Context: an optimization exercise on an open-source flow, tuned for small area. The choices shown serve that exercise and are no tape-out recipe. RTL that was checked went through simulation tests only; none was proved equivalent to the original. Power and IR drop assume default switching activity.

==> flow/design.v (excerpt) <==
module decode_stage (
    input  logic                                 clock,
    input  logic                                 reset,
    input  logic                                 clear,
    input  logic                                 stall,
    input  logic [4*32-1:0]       instructions,
    input  logic [4*32-1:0]       pcs,
    output logic [4*5-1:0] rd,
    output logic [4*5-1:0] rs,
    output logic [4*5-1:0] rt,
    output logic [4*3-1:0]           command,
    output logic [4*6-1:0]           control_signal,
    output logic [4-1:0]             sel_imm,
    output logic [4*32-1:0]       imm,
    output logic [4*32-1:0]       target_pc,
    output logic [4*32-1:0]       out_pcs
);
For scale: roughly 260 flip-flops, roughly 740 I/O pins, about 15000 sq um of cells after synthesis.
==> flow/config.mk <==
export PLATFORM = sky130hd
export DESIGN_NAME = decode_stage
export DESIGN_NICKNAME = decode_stage
export VERILOG_FILES = /design/flow/design.v
export SDC_FILE = /design/flow/constraint.sdc
export NUM_CORES = 4
export LEC_CHECK = 0
export CAP_MARGIN = 20
export CORE_MARGIN = 2
export CORE_UTILIZATION = 30
export PLACE_DENSITY = 0.5
export SLEW_MARGIN = 20
export SYNTH_HIERARCHICAL = 1
==> flow/constraint.sdc <==
create_clock -name core_clock -period 7.0 [get_ports {clock}]
set_input_delay 1.4000 -clock core_clock [delete_from_list [all_inputs] [get_ports {clock}]]
set_output_delay 1.4000 -clock core_clock [all_outputs]
set_load 0.01 [all_outputs]
standard.sh (not shown) runs the stock make flow with config.mk's settings and CLKGATE_MAP_FILE= SYNTH_SCRIPT=/design/flow/synth_recipe.tcl, a recipe that flattens the netlist after the stock synthesis.
==> flow/flow/run.sh <==
#!/bin/bash
# Standard layout, with the smallest buffer on every port and a clock tree of few, large clusters.
set -euo pipefail
bash standard.sh 'BUFFER_PORTS_ARGS=-buffer_cell sky130_fd_sc_hd__buf_1' \
  'CTS_ARGS=-sink_clustering_enable -repair_clock_nets -dont_use_dummy_load -buf_list sky130_fd_sc_hd__clkbuf_16 -sink_clustering_size 24 -sink_clustering_max_diameter 120' \
  finish > make_finish.log 2>&1
Edit:
- CORE_UTILIZATION: 30 -> 45
- PLACE_DENSITY: 0.5 -> 0.65
=>
- The new run did not get past I/O pin placement (3_2_place_iop) (PPL-0024)
- synthesized cell count stays the same
- synthesized area does not change
No functional check of the RTL was part of any run of this note.

========
== oak ==
decode_stage, a different RTL version from the one above (not shown whole).
For scale: roughly 1500 cells after synthesis, about 260 flip-flops, roughly 740 I/O pins, ~15000 µm² of cells after synthesis.
## decode_stage
module decode_stage (
    input  logic                                 clock,
    input  logic                                 reset,
    input  logic                                 clear,
    input  logic                                 stall,
    input  logic [4*32-1:0]       instructions,
    input  logic [4*32-1:0]       pcs,
    output logic [4*5-1:0] rd,
    output logic [4*5-1:0] rs,
    output logic [4*5-1:0] rt,
    output logic [4*3-1:0]           command,
    output logic [4*6-1:0]           control_signal,
    output logic [4-1:0]             sel_imm,
    output logic [4*32-1:0]       imm,
    output logic [4*32-1:0]       target_pc,
    output logic [4*32-1:0]       out_pcs
);
export LEC_CHECK = 0
export CAP_MARGIN = 20
export CORE_MARGIN = 2
export CORE_UTILIZATION = 30
export PLACE_DENSITY = 0.5
export SLEW_MARGIN = 20
export SYNTH_HIERARCHICAL = 1
create_clock -name core_clock -period 7.0 [get_ports {clock}]
==> flow/flow/run.sh <==
#!/bin/bash
# Standard layout, with the smallest buffer on every port and a clock tree of few, large clusters.
set -euo pipefail
bash standard.sh 'BUFFER_PORTS_ARGS=-buffer_cell sky130_fd_sc_hd__buf_1' \
  'CTS_ARGS=-sink_clustering_enable -repair_clock_nets -dont_use_dummy_load -buf_list sky130_fd_sc_hd__clkbuf_8 -sink_clustering_size 16 -sink_clustering_max_diameter 80' \
  finish > make_finish.log 2>&1
Having completed the whole flow, oak delivered a layout that passed the timing, design-rule and antenna checks.
Inputs modified between oak and pine:
-- flow/flow/run.sh --
<<< oak, line 5
  'CTS_ARGS=-sink_clustering_enable -repair_clock_nets -dont_use_dummy_load -buf_list sky130_fd_sc_hd__clkbuf_8 -sink_clustering_size 16 -sink_clustering_max_diameter 80' \
>>> pine, line 5
  'CTS_ARGS=-sink_clustering_enable -repair_clock_nets -dont_use_dummy_load -buf_list sky130_fd_sc_hd__clkbuf_16 -sink_clustering_size 24 -sink_clustering_max_diameter 120' \
Results
- pine ends up with a minimum clock period after layout that is 50 ps lower than in oak.
- Against oak, final total power in pine rose by a few percent.
- Between oak and pine, the share of the final layout cell area in sequential cells figures differ only marginally.
- Going from oak to pine, the source-to-sink clock delay at the later pin of the worst-skew pair was found to have gone down by 90 ps.
- Utilization delta (pine -> oak): insignificant
- For the antenna diode count, pine came in 1 lower than oak did.
- pine went all the way through the flow, and no timing, DRC or antenna check failed.
- pine ends up with a share of power burned in the clock network that is 1.5 points higher than in oak.
- pine vs oak — met3 global-route usage dropped 0.61 points.
- pine vs. oak: sequential cell count held, routed via count went down.
Function was not checked in any run of this note: the RTL went through the layout flow alone.

========
Another version of the RTL of decode_stage (not shown whole).
Size: about 1500 cells after synthesis, ~740 I/O pins, ~0.015 mm^2 of cells after synthesis.
Design decode_stage, start of the top module:
module decode_stage (
    input  logic                                 clock,
    input  logic                                 reset,
    input  logic                                 clear,
    input  logic                                 stall,
    input  logic [4*32-1:0]       instructions,
    input  logic [4*32-1:0]       pcs,
    output logic [4*5-1:0] rd,
    output logic [4*5-1:0] rs,
    output logic [4*5-1:0] rt,
    output logic [4*3-1:0]           command,
    output logic [4*6-1:0]           control_signal,
    output logic [4-1:0]             sel_imm,
    output logic [4*32-1:0]       imm,
    output logic [4*32-1:0]       target_pc,
    output logic [4*32-1:0]       out_pcs
);
export LEC_CHECK = 0
export CAP_MARGIN = 20
export CORE_MARGIN = 2
export CORE_UTILIZATION = 30
export PLACE_DENSITY = 0.5
export SLEW_MARGIN = 20
export SYNTH_HIERARCHICAL = 1
create_clock -name core_clock -period 7.0 [get_ports {clock}]
==> flow/flow/run.sh <==
#!/bin/bash
# Standard layout, with the smallest buffer on every port and a clock tree of few, large clusters.
set -euo pipefail
bash standard.sh 'BUFFER_PORTS_ARGS=-buffer_cell sky130_fd_sc_hd__buf_1' \
  'CTS_ARGS=-sink_clustering_enable -repair_clock_nets -dont_use_dummy_load -buf_list sky130_fd_sc_hd__clkbuf_8 -sink_clustering_size 16 -sink_clustering_max_diameter 80' \
  SKIP_INCREMENTAL_REPAIR=1 \
  finish > make_finish.log 2>&1
The starting point reached the layout checks and failed them: negative setup slack.
Change:
--- a/flow/flow/run.sh
+++ b/flow/flow/run.sh
@@ -4,4 +4,3 @@
 bash standard.sh 'BUFFER_PORTS_ARGS=-buffer_cell sky130_fd_sc_hd__buf_1' \
   'CTS_ARGS=-sink_clustering_enable -repair_clock_nets -dont_use_dummy_load -buf_list sky130_fd_sc_hd__clkbuf_8 -sink_clustering_size 16 -sink_clustering_max_diameter 80' \
-  SKIP_INCREMENTAL_REPAIR=1 \
   finish > make_finish.log 2>&1
--- a/flow/config.mk
+++ b/flow/config.mk
@@ -6,8 +6,8 @@
 export NUM_CORES = 4
 export LEC_CHECK = 0
-export CAP_MARGIN = 20
+export CAP_MARGIN = 0
 export CORE_MARGIN = 2
 export CORE_UTILIZATION = 30
 export PLACE_DENSITY = 0.5
-export SLEW_MARGIN = 20
+export SLEW_MARGIN = 0
 export SYNTH_HIERARCHICAL = 1
After rerunning:
- With this change the flow ran to the end with no violations
- non-clock buffer count is unchanged
- worst hold slack degrades by 0.0034 ns
- sequential power barely changes
- die area is unchanged
- final area rises by 0.33%
- total power stays flat
- count of clock-buffer cells in the layout stays the same
- routed wire length barely changes
- clock skew stays the same
- synthesized cell count is unchanged
Change:
==> flow/flow/run.sh (replaced) <==
#!/bin/bash
# Standard layout, with the smallest buffer on every port and a clock tree of few, large clusters.
set -euo pipefail
bash standard.sh 'BUFFER_PORTS_ARGS=-buffer_cell sky130_fd_sc_hd__buf_1' \
  'CTS_ARGS=-sink_clustering_enable -repair_clock_nets -dont_use_dummy_load -buf_list sky130_fd_sc_hd__clkbuf_16 -sink_clustering_size 24 -sink_clustering_max_diameter 120' \
  finish > make_finish.log 2>&1
--- a/flow/config.mk
+++ b/flow/config.mk
@@ -6,8 +6,8 @@
 export NUM_CORES = 4
 export LEC_CHECK = 0
-export CAP_MARGIN = 0
+export CAP_MARGIN = 20
 export CORE_MARGIN = 2
 export CORE_UTILIZATION = 30
 export PLACE_DENSITY = 0.5
-export SLEW_MARGIN = 0
+export SLEW_MARGIN = 20
 export SYNTH_HIERARCHICAL = 1
Effect:
- sequential share of layout area hardly moves
- wire length came out lower by about 0.36%
- global-route usage is lower by 0.10 points
- via count falls by about 1.3%
- clock power increases by about 4.6%
- utilization barely changes
- total power goes up by 1.3%
- setup slack degrades by 0.033 ns
- area after synthesis does not change
Change:
==> flow/flow/run.sh (replaced) <==
#!/bin/bash
# Standard layout, with the smallest buffer on every port and a clock tree of few, large clusters.
set -euo pipefail
bash standard.sh 'BUFFER_PORTS_ARGS=-buffer_cell sky130_fd_sc_hd__buf_1' \
  'CTS_ARGS=-sink_clustering_enable -repair_clock_nets -dont_use_dummy_load -buf_list sky130_fd_sc_hd__clkbuf_8 -sink_clustering_size 16 -sink_clustering_max_diameter 80' \
  SKIP_INCREMENTAL_REPAIR=1 SKIP_CTS_REPAIR_TIMING=1 \
  finish > make_finish.log 2>&1
After rerunning: The changed run finished with negative setup slack left; sequential power barely changes; die area is unchanged; utilization went down by 0.17 points; hold slack loses 0.0049 ns; area after synthesis does not change; design area went down by 0.45%; critical path depth does not change; combinational power hardly moves.
Change:
--- a/flow/flow/run.sh
+++ b/flow/flow/run.sh
@@ -4,4 +4,3 @@
 bash standard.sh 'BUFFER_PORTS_ARGS=-buffer_cell sky130_fd_sc_hd__buf_1' \
   'CTS_ARGS=-sink_clustering_enable -repair_clock_nets -dont_use_dummy_load -buf_list sky130_fd_sc_hd__clkbuf_8 -sink_clustering_size 16 -sink_clustering_max_diameter 80' \
-  SKIP_INCREMENTAL_REPAIR=1 SKIP_CTS_REPAIR_TIMING=1 \
   finish > make_finish.log 2>&1
=> The new run finished clean. Core utilization is higher by 0.19 points. Design area is higher by 0.49%. Total power barely changes. Via count is higher by 0.60%. Critical path depth stays the same. Synthesized cell count is unchanged. Register-to-register slack hardly moves. Sequential power hardly moves.

==> afterwards: timing with drivers on the ports <==
Ports are ideal in the flow. The routed layouts listed here were re-timed in OpenROAD.
Step 1, drivers: a clkbuf_16 drives clock and a buf_2 each remaining input, both assumed.
Step 2 adds t to the input delays and takes it off the output delays; t is the mean of the earliest and latest rising clock arrival at the registers after step 1. Input paths then give back, and output paths get back, about the clock's delay inside the block.
a / b / c = ideal / step 1 / step 2; a / b = the first two.
run	t, ns	slack for setup (ns)	hold slack, ns
the first run of note 1	0.561	0.258 / 0.203 / 0.764	0.519 / 0.519 / 0.519
oak	0.662	0.326 / 0.273 / 0.935	0.511 / 0.511 / 0.511
pine	0.565	0.376 / 0.320 / 0.885	0.513 / 0.513 / 0.513
the first run of note 3	0.637	-0.009 / -0.056 / 0.581	0.512 / 0.512 / 0.512
the second run of note 3	0.639	0.250 / 0.203 / 0.842	0.508 / 0.508 / 0.508
the third run of note 3	0.556	0.217 / 0.165 / 0.721	0.516 / 0.516 / 0.516
the fourth run of note 3	0.640	-0.088 / -0.135 / 0.505	0.511 / 0.511 / 0.511
the fifth run of note 3	0.639	0.250 / 0.203 / 0.842	0.508 / 0.508 / 0.508
